This is an optimization exercise on Yosys and OpenROAD, whose aim is small area, a short achievable clock period and few clock cycles per item, not a production implementation. Only simulation tests tie the RTL to the original design; equivalence was not proved. Power is estimated from default activity; no workload was simulated.

**flow/config.mk**
```make
export PLATFORM = sky130hd
export DESIGN_NAME = break_reminder_timer
export DESIGN_NICKNAME = break_reminder_timer
export VERILOG_FILES = /design/flow/design.v
export SDC_FILE = /design/flow/constraint.sdc
export NUM_CORES = 4
export LEC_CHECK = 0
export CAP_MARGIN = 20
export CORE_MARGIN = 2
export CORE_UTILIZATION = 40
export SLEW_MARGIN = 20
```
**flow/constraint.sdc**
```tcl
create_clock -name core_clock -period 6.5 [get_ports {clk}]
set_input_delay 1.3000 -clock core_clock [delete_from_list [all_inputs] [get_ports {clk}]]
set_output_delay 1.3000 -clock core_clock [all_outputs]
set_load 0.01 [all_outputs]
```
**flow/design.v**
```verilog
package brt_pkg;
  localparam logic [15:0] SEC_PER_MIN     = 16'd60;
  localparam logic [15:0] RESET_COUNTDOWN = 16'd1200;
  localparam int          CFG_IDX_W       = 3;
  localparam int          CFG_DATA_W      = 22;
  localparam int          IN_TDATA_W      = 40;
  localparam int          OUT_TDATA_W     = 32;
  typedef enum logic [1:0] {
    PH_WORK  = 2'd0,
    PH_BREAK = 2'd1,
    PH_HOLD  = 2'd2,
    PH_GRACE = 2'd3
  } phase_t;
  typedef enum logic [2:0] {
    EV_NONE  = 3'd0,
    EV_START = 3'd1,
    EV_END   = 3'd2,
    EV_SKIP  = 3'd3,
    EV_WARN  = 3'd4
  } event_t;
  typedef enum logic [2:0] {
    REQ_TICK     = 3'd0,
    REQ_PAUSE    = 3'd1,
    REQ_SKIP     = 3'd2,
    REQ_BREAKNOW = 3'd3,
    REQ_CLAMP    = 3'd4,
    REQ_IVL_CHG  = 3'd5
  } req_t;
  typedef enum logic [CFG_IDX_W-1:0] {
    CFG_INTERVAL  = 3'd0,
    CFG_BREAK     = 3'd1,
    CFG_WARN      = 3'd2,
    CFG_IDLE      = 3'd3,
    CFG_MAX_HOLD  = 3'd4,
    CFG_GRACE     = 3'd5,
    CFG_MODE      = 3'd6,
    CFG_WINDOW    = 3'd7
  } cfg_idx_t;
  typedef struct packed {
    logic [9:0]  interval_min;
    logic [15:0] break_secs;
    logic [15:0] warn_level;
    logic [7:0]  idle_min;
    logic [7:0]  max_hold_min;
    logic [7:0]  grace_min;
    logic [8:0]  mode_bits;
    logic [21:0] work_window;
  } cfg_t;
  typedef struct packed {
    logic [2:0]  req_type;
    logic [15:0] idle_seconds;
    logic [3:0]  busy_reason;
    logic [2:0]  day_of_week;
    logic [10:0] minute_of_day;
  } item_t;
  typedef struct packed {
    phase_t      phase;
    logic [15:0] countdown;
    logic [15:0] hold_count;
    logic [3:0]  reason;
    logic        paused;
  } state_t;
  typedef struct packed {
    phase_t      phase;
    logic [15:0] seconds_left;
    logic        is_paused;
    logic [3:0]  hold_reason;
    event_t      event_code;
  } result_t;
  localparam cfg_t CFG_RESET = {10'd20, 16'd20, 16'd0, 8'd0, 8'd10, 8'd0, 9'd0, 22'd0};
  localparam state_t STATE_RESET = {PH_WORK, RESET_COUNTDOWN, 16'd0, 4'd0, 1'b0};
endpackage
module brt_cfg_regs (
  input  logic                            clk,
  input  logic                            rst_n,
  input  logic                            wr_en,
  input  logic [brt_pkg::CFG_IDX_W-1:0]   wr_index,
  input  logic [brt_pkg::CFG_DATA_W-1:0]  wr_data,
  output brt_pkg::cfg_t                   cfg
);
  brt_pkg::cfg_t cfg_r;
  brt_pkg::cfg_t cfg_nxt;
  always_comb begin
    cfg_nxt = cfg_r;
    if (wr_en) begin
      case (wr_index)
        brt_pkg::CFG_INTERVAL: cfg_nxt.interval_min = wr_data[9:0];
        brt_pkg::CFG_BREAK:    cfg_nxt.break_secs   = wr_data[15:0];
        brt_pkg::CFG_WARN:     cfg_nxt.warn_level   = wr_data[15:0];
        brt_pkg::CFG_IDLE:     cfg_nxt.idle_min     = wr_data[7:0];
        brt_pkg::CFG_MAX_HOLD: cfg_nxt.max_hold_min = wr_data[7:0];
        brt_pkg::CFG_GRACE:    cfg_nxt.grace_min    = wr_data[7:0];
        brt_pkg::CFG_MODE:     cfg_nxt.mode_bits    = wr_data[8:0];
        brt_pkg::CFG_WINDOW:   cfg_nxt.work_window  = wr_data[21:0];
        default:      cfg_nxt = cfg_r;
      endcase
    end
  end
  always_ff @(posedge clk) begin
    if (!rst_n) begin
      cfg_r <= brt_pkg::CFG_RESET;
    end else begin
      cfg_r <= cfg_nxt;
    end
  end
  assign cfg = cfg_r;
endmodule
module brt_step (
  input  brt_pkg::cfg_t    cfg,
  input  brt_pkg::state_t  st,
  input  brt_pkg::item_t   item,
  output brt_pkg::state_t  st_nxt,
  output brt_pkg::result_t res
);
  logic [15:0] ivl_secs;
  logic [15:0] idle_lim;
  logic [15:0] hold_lim;
  logic [15:0] grace_secs;
  logic        smart;
  logic        in_hours;
  logic [2:0]  day_bit;
  logic [10:0] win_from;
  logic [10:0] win_to;
  logic        win_hit;
  logic [15:0] cd_dec;
  logic        warn_hit;
  logic [15:0] hc_inc;
  logic [3:0]  smart_busy;
  brt_pkg::event_t      ev;
  brt_pkg::state_t      ns;
  assign ivl_secs   = 16'({6'd0, cfg.interval_min} * brt_pkg::SEC_PER_MIN);
  assign idle_lim   = 16'({8'd0, cfg.idle_min} * brt_pkg::SEC_PER_MIN);
  assign hold_lim   = 16'({8'd0, cfg.max_hold_min} * brt_pkg::SEC_PER_MIN);
  assign grace_secs = 16'({8'd0, cfg.grace_min} * brt_pkg::SEC_PER_MIN);
  assign smart      = cfg.mode_bits[0];
  assign smart_busy = smart ? item.busy_reason : 4'd0;
  assign day_bit  = (item.day_of_week == 3'd0 || item.day_of_week == 3'd7) ? 3'd6
                  : item.day_of_week - 3'd1;
  assign win_from = cfg.work_window[10:0];
  assign win_to   = cfg.work_window[21:11];
  assign win_hit  = (win_from <= win_to)
                  ? (item.minute_of_day >= win_from && item.minute_of_day < win_to)
                  : (item.minute_of_day >= win_from || item.minute_of_day < win_to);
  assign in_hours = !cfg.mode_bits[1] || (cfg.mode_bits[4'd2 + 4'(day_bit)] && win_hit);
  assign cd_dec   = (st.countdown != 16'd0) ? st.countdown - 16'd1 : 16'd0;
  assign warn_hit = (cfg.warn_level != 16'd0) && (cd_dec == cfg.warn_level);
  assign hc_inc   = (st.hold_count != 16'hFFFF) ? st.hold_count + 16'd1 : st.hold_count;
  always_comb begin
    ns = st;
    ev = brt_pkg::EV_NONE;
    case (item.req_type)
      brt_pkg::REQ_TICK: begin
        if (st.paused) begin
          ev = brt_pkg::EV_NONE;
        end else if (st.phase == brt_pkg::PH_BREAK) begin
          if (st.countdown <= 16'd1) begin
            ns.phase = brt_pkg::PH_WORK; ns.countdown = ivl_secs;
            ns.hold_count = 16'd0; ns.reason = 4'd0;
            ev = brt_pkg::EV_END;
          end else begin
            ns.countdown = st.countdown - 16'd1;
          end
        end else if (cfg.idle_min != 8'd0 && item.idle_seconds >= idle_lim) begin
          ns.phase = brt_pkg::PH_WORK; ns.countdown = ivl_secs;
          ns.hold_count = 16'd0; ns.reason = 4'd0;
        end else if (!in_hours) begin
          ev = brt_pkg::EV_NONE;
        end else if (st.phase == brt_pkg::PH_WORK) begin
          if (st.countdown != 16'd0) begin
            ns.countdown = cd_dec;
            ev = warn_hit ? brt_pkg::EV_WARN : brt_pkg::EV_NONE;
          end else if (smart_busy != 4'd0) begin
            ns.phase = brt_pkg::PH_HOLD; ns.hold_count = 16'd0; ns.reason = smart_busy;
          end else begin
            ns.phase = brt_pkg::PH_BREAK; ns.countdown = cfg.break_secs;
            ns.hold_count = 16'd0; ns.reason = 4'd0;
            ev = brt_pkg::EV_START;
          end
        end else begin
          ns.hold_count = hc_inc;
          if (hc_inc >= hold_lim) begin
            ns.phase = brt_pkg::PH_BREAK; ns.countdown = cfg.break_secs;
            ns.hold_count = 16'd0; ns.reason = 4'd0;
            ev = brt_pkg::EV_START;
          end else if (st.phase == brt_pkg::PH_HOLD) begin
            ns.reason = item.busy_reason;
            if (item.busy_reason == 4'd0) begin
              if (grace_secs == 16'd0) begin
                ns.phase = brt_pkg::PH_BREAK; ns.countdown = cfg.break_secs;
                ns.hold_count = 16'd0; ns.reason = 4'd0;
                ev = brt_pkg::EV_START;
              end else begin
                ns.phase = brt_pkg::PH_GRACE; ns.countdown = grace_secs;
              end
            end
          end else if (smart_busy != 4'd0) begin
            ns.phase = brt_pkg::PH_HOLD; ns.reason = smart_busy;
          end else if (cd_dec == 16'd0) begin
            ns.phase = brt_pkg::PH_BREAK; ns.countdown = cfg.break_secs;
            ns.hold_count = 16'd0; ns.reason = 4'd0;
            ev = brt_pkg::EV_START;
          end else begin
            ns.reason = 4'd0; ns.countdown = cd_dec;
            ev = warn_hit ? brt_pkg::EV_WARN : brt_pkg::EV_NONE;
          end
        end
      end
      brt_pkg::REQ_PAUSE: ns.paused = !st.paused;
      brt_pkg::REQ_SKIP: begin
        ev = (st.phase == brt_pkg::PH_BREAK) ? brt_pkg::EV_SKIP : brt_pkg::EV_NONE;
        ns.phase = brt_pkg::PH_WORK; ns.countdown = ivl_secs;
        ns.hold_count = 16'd0; ns.reason = 4'd0;
      end
      brt_pkg::REQ_BREAKNOW: begin
        ns.paused = 1'b0;
        if (st.phase != brt_pkg::PH_BREAK) begin
          ns.phase = brt_pkg::PH_BREAK; ns.countdown = cfg.break_secs;
          ns.hold_count = 16'd0; ns.reason = 4'd0;
          ev = brt_pkg::EV_START;
        end
      end
      brt_pkg::REQ_CLAMP: begin
        if (st.phase == brt_pkg::PH_WORK && st.countdown > ivl_secs) ns.countdown = ivl_secs;
      end
      brt_pkg::REQ_IVL_CHG: begin
        if (st.phase == brt_pkg::PH_WORK) ns.countdown = ivl_secs;
      end
      default: ns = st;
    endcase
  end
  assign st_nxt           = ns;
  assign res.phase        = ns.phase;
  assign res.seconds_left = ns.countdown;
  assign res.is_paused    = ns.paused;
  assign res.hold_reason  = ns.reason;
  assign res.event_code   = ev;
endmodule
module break_reminder_timer (
  input  logic                            clk,
  input  logic                            rst_n,
  input  logic                            in_tvalid,
  output logic                            in_tready,
  input  logic [brt_pkg::IN_TDATA_W-1:0]  in_tdata,
  input  logic [2:0]                      in_tuser,
  output logic                            out_tvalid,
  input  logic                            out_tready,
  output logic [brt_pkg::OUT_TDATA_W-1:0] out_tdata,
  input  logic                            cfg_valid,
  output logic                            cfg_ready,
  input  logic [brt_pkg::CFG_IDX_W-1:0]   cfg_index,
  input  logic [brt_pkg::CFG_DATA_W-1:0]  cfg_data
);
  brt_pkg::cfg_t    cfg;
  brt_pkg::item_t   item_r;
  logic    item_vld_r;
  brt_pkg::state_t  st_r;
  brt_pkg::state_t  st_nxt;
  brt_pkg::result_t res_nxt;
  brt_pkg::result_t res_r;
  logic    out_vld_r;
  logic    adv;
  assign cfg_ready = 1'b1;
  brt_cfg_regs u_cfg (
    .clk      (clk),
    .rst_n    (rst_n),
    .wr_en    (cfg_valid),
    .wr_index (cfg_index),
    .wr_data  (cfg_data),
    .cfg      (cfg)
  );
  brt_step u_step (
    .cfg    (cfg),
    .st     (st_r),
    .item   (item_r),
    .st_nxt (st_nxt),
    .res    (res_nxt)
  );
  assign adv       = item_vld_r && (!out_vld_r || out_tready);
  assign in_tready = !item_vld_r || adv;
  always_ff @(posedge clk) begin
    if (!rst_n) begin
      item_vld_r <= 1'b0;
      out_vld_r  <= 1'b0;
      st_r       <= brt_pkg::STATE_RESET;
    end else begin
      if (in_tready) item_vld_r <= in_tvalid;
      if (adv) begin
        out_vld_r <= 1'b1;
        st_r      <= st_nxt;
      end else if (out_tready) begin
        out_vld_r <= 1'b0;
      end
    end
  end
  always_ff @(posedge clk) begin
    if (in_tready && in_tvalid) begin
      item_r.req_type      <= in_tuser;
      item_r.idle_seconds  <= in_tdata[15:0];
      item_r.busy_reason   <= in_tdata[19:16];
      item_r.day_of_week   <= in_tdata[22:20];
      item_r.minute_of_day <= in_tdata[33:23];
    end
    if (adv) res_r <= res_nxt;
  end
  assign out_tvalid = out_vld_r;
  assign out_tdata  = {6'd0, res_r.event_code, res_r.hold_reason, res_r.is_paused,
                       res_r.seconds_left, res_r.phase};
endmodule
```
**flow/run.sh**
```bash
#!/bin/bash
# synth_recipe.tcl (not shown) runs the flow's synth.tcl, then flattens the netlist and writes it again
# the make line also repeats each setting of config.mk as NAME=value (left out here)
make -C /OpenROAD-flow-scripts/flow DESIGN_CONFIG=/design/flow/config.mk WORK_HOME=/design/flow/orfs CLKGATE_MAP_FILE= SYNTH_SCRIPT=/design/flow/synth_recipe.tcl finish
```
==> impl_metrics.json <==
{
  "synthesis.instances": 1999,
  "ys_ff_latch": 201,
  "tightest_slew_ns": 1.07,
  "synth_ff_type": "dfxtp_1",
  "h-tree-depth": 1,
  "slew_viol_final": 0,
  "finalCriticalPeriod_ns": 6.16,
  "place.gp.congestion": 0.975,
  "antenna_cells": 0,
  "die_h_um": 205,
  "area_growth_pct": 15.3,
  "ys_seq_area_frac": 0.289,
  "synth_edf_count": 63,
  "critPathMaxFanout": 5,
  "power_w": 0.00370,
  "async_reset_ff_frac": 0,
  "tns_ns": 0,
  "post_drt_wl_per_cell_um": 20.0,
  "comb_power_share": 0.225,
  "vias_per_cell": 5.76,
  "hold_viol": 0,
  "clkTransAtPathRegs_ns": 0.06,
  "switching_share": 0.318,
  "routed_wl_um": 52300,
  "r2r_cells": 29,
  "final_cell_mix": "nand2_1, a21oi_1, inv_1",
  "synth.area.top_cells": "dfxtp_1, edfxtp_1, ha_1",
  "drc_errors": 0,
  "clock-sinks": 201,
  "grt_setup_unrepaired": "no",
  "setup_violations": 0,
  "grt_usage": 0.248,
  "cts_tree": "done",
  "yosys_warnings": 3,
  "hp-start": "u_cfg.cfg_r[93]",
  "first_global_vias": 14400,
  "place_hpwl_um": 38800,
  "drv_cap": 0,
  "vias": 15000,
  "rows": 73,
  "cts_buffers": 26,
  "layout_commonest_cell": "nand2_1",
  "power_switching_w": 0.00118,
  "p_int_w": 0.00252,
  "status": "finished clean",
  "grt-ovfl-total": 0,
  "yosysTopAreaCell": "dfxtp_1",
  "r2r_end": "res_r[9]",
  "startpoint_type": "flop",
  "crit_slowest_cell": "fa_1",
  "die_w_um": 205,
  "whs_endpoint": "u_cfg.cfg_r[93]",
  "worst_skew_pair.late_latency_ns": 0.58,
  "setup_ws_ns": 0.344,
  "fmax_mhz": 162,
  "end_kind": "flop",
  "drt_first_pass_iters": 7,
  "min_path_type": "reg2reg",
  "yosysTopAreaCellShare": 0.172,
  "grtUsageMet2": 0.406,
  "timing.rr.start": "u_cfg.cfg_r[39]",
  "yosys.cell_types.count": 89,
  "peakVddDrop_mv": 0.184,
  "drt.antenna.violating_nets": 0,
  "syn_area_um2": 16100,
  "fin_nets": 2337,
  "crit_type": "reg2reg",
  "initial_utilization": 0.405,
  "root_buffer": "clkbuf_16",
  "grt_max_degree": 73,
  "worst_path_largest_cell_delay_ns": 0.59,
  "seqPwrFrac": 0.382,
  "syn_avg_cell_area_um2": 8.05,
  "port_buffers": 94,
  "r2r_slack_ns": 0.34,
  "met1_usage": 0.332,
  "final_layout_size_suffix_gt1_frac": 0.0648,
  "p_clk_frac": 0.393,
  "use_met3": 0.0398,
  "dp_slack_ns": 0.228,
  "dieArea_um2": 41900,
  "drt_iter0_drc": 1454,
  "path_common_cell": "buf_4",
  "crit_required_ns": 6.81,
  "min_path_cells": 2,
  "clk_path_buf_depth": 3,
  "crit_arrival_ns": 6.47,
  "max_slew_margin": 0.289,
  "grt_antenna_before_repair": 0,
  "fin_crit_sh": 0.947,
  "final.setup_skew_ns": 0.0183,
  "p_per_area_nw_per_um2": 199,
  "gr-max-usage-layer": "met2",
  "coreArea_um2": 39700,
  "grt_pass1_wl_um": 81300,
  "p_leak_nw": 7.25,
  "ioPinCount": 108
}
-- synthesized netlist by cell type (all sizes together) (18+ instances only) --
cell type  number
clkbuf         91
nor3           31
a21o           18
edfxtp         63
fa             56
nor2          141
nand2         332
nand3          52
nand2b         23
a211oi         20
o211ai         26
o21ai         113
nor2b          20
nand4          27
nor4           19
a21oi         221
buf            19
ha            144
xor2           28
a31oi          19
inv           147
dfxtp         138
xnor2          35
-- metal layers --
layer  vias to the layer above  routed length, um
met1                      7151              23100
met2                       574              23800
met4                         0               1930
met5                         -                  0
li1                       7192                  -
met3                       119               3500
-- how the worst max path moves through the flow --
stage                     from         to  slack (ns)  cells after the start
2_1_floorplan  u_cfg.cfg_r[39]  res_r[22]        0.85                     26
3_3_place_gp   u_cfg.cfg_r[41]  res_r[23]        0.34                     26
3_5_place_dp   u_cfg.cfg_r[41]  res_r[12]        0.23                     26
4_1_cts        u_cfg.cfg_r[41]  res_r[12]        0.20                     26
5_1_grt        u_cfg.cfg_r[39]  res_r[10]       0.002                     28
6_report       u_cfg.cfg_r[39]   res_r[9]        0.34                     29
-- sequential cells by signal (all words and copies together), names as in the netlist --
name / count
item_r: 37
item_vld_r: 1
out_vld_r: 1
res_r: 26
st_r: 39
u_cfg.cfg_r: 97
-- metrics by stage --
step | utilization | hold slack [ns] | instance area, um2 | std cells
6_report | 0.467 | 0.454 | 18600 | 2609
5_1_grt | 0.467 | 0.468 | 18600 | 2609
4_1_cts | 0.465 | 0.456 | 18500 | 2606
3_5_place_dp | 0.443 | 0.449 | 17600 | 2558
3_3_place_gp | 0.443 | 0.442 | 17600 | 2558
2_1_floorplan | - | 0.433 | 16100 | 2004
-- cells by family (layout without fill, tap and decap cells) --
kind of cell / count (synthesis) / in the layout / synth area share
DFF: 201 / 201 / 0.289
and+or+nand+nor: 700 / 700 / 0.199
AOI/OAI and AO/OA: 561 / 561 / 0.221
muxes: 13 / 13 / 0.00933
buffers and inverters: 258 / 338 / 0.0641
xor gates and xnor gates: 63 / 63 / 0.0343
other: 2 / 7 / 0.000467
adders and majority gates: 201 / 201 / 0.182
-- layout make-up --
type | count | area [um2]
Clock buffer | 39 | 761
Clock inverter | 9 | 105
Fill cell | 3919 | 21200
Inverter | 148 | 557
Multi-Input combinational cell | 1545 | 10500
Sequential cell | 201 | 4660
Tap cell | 525 | 657
Timing Repair Buffer | 142 | 1330
-- power groups by stage --
stage / clock network [W] / logic, W / registers (W)
finish: 0.00145 / 0.000833 / 0.00141
global route: 0.00154 / 0.000919 / 0.00142
CTS: 0.00148 / 0.000813 / 0.00141
detailed placement: 0 / 0.000807 / 0.00144
global placement: 0 / 0.000796 / 0.00144
floorplan: 0 / 0.000538 / 0.00140
-- worst max-delay path, delay by kind of cell (launching register included) --
kind	cells	cell delay (ns)
simple gates	9	0.92
compound gates	11	2.00
xor+xnor	1	0.22
mux	1	0.28
flops	1	0.32
buf+inv	3	0.48
fa+ha+maj	4	1.65
-- what timing repair did --
| action | 4_1_cts | 5_1_grt |
|---|---|---|
| gates resized for setup | 0 | 12 |
| setup buffers | 0 | 1 |
| hold buffers | 0 | 0 |
| setup endpoints to repair | 0 | 43 |
Testbench counts, summed over its fixed seeds: cycles 48,096, items 48,000.

==> static timing again, ports no longer ideal <==
No port has a modelled driver above. Below, the same layout with a new extraction and two added sets of constraints.
Step 1: set_driving_cell puts a clkbuf_16 on clk and a buf_2 on each other input, an assumption about the parent block.
Step 2 also shifts input and output timing later by t, the mid clock arrival at the registers, as if the neighbouring blocks saw the same clock.
a / b / c = ideal ports / drivers / drivers and shift; a / b = the first two.
shift t [ns]: 0.625
slack for setup (ns): 0.344 / 0.344 / 0.344
worst setup path after step 2: register to register
worst register clock-pin slew, ns: 0.06 / 0.06
cell pins on the clock port's net: 1
After both steps setup and hold are still met in this run. For this run, drivers alone change the setup slack by 0.000 ns; drivers and shift together by 0.000 ns.
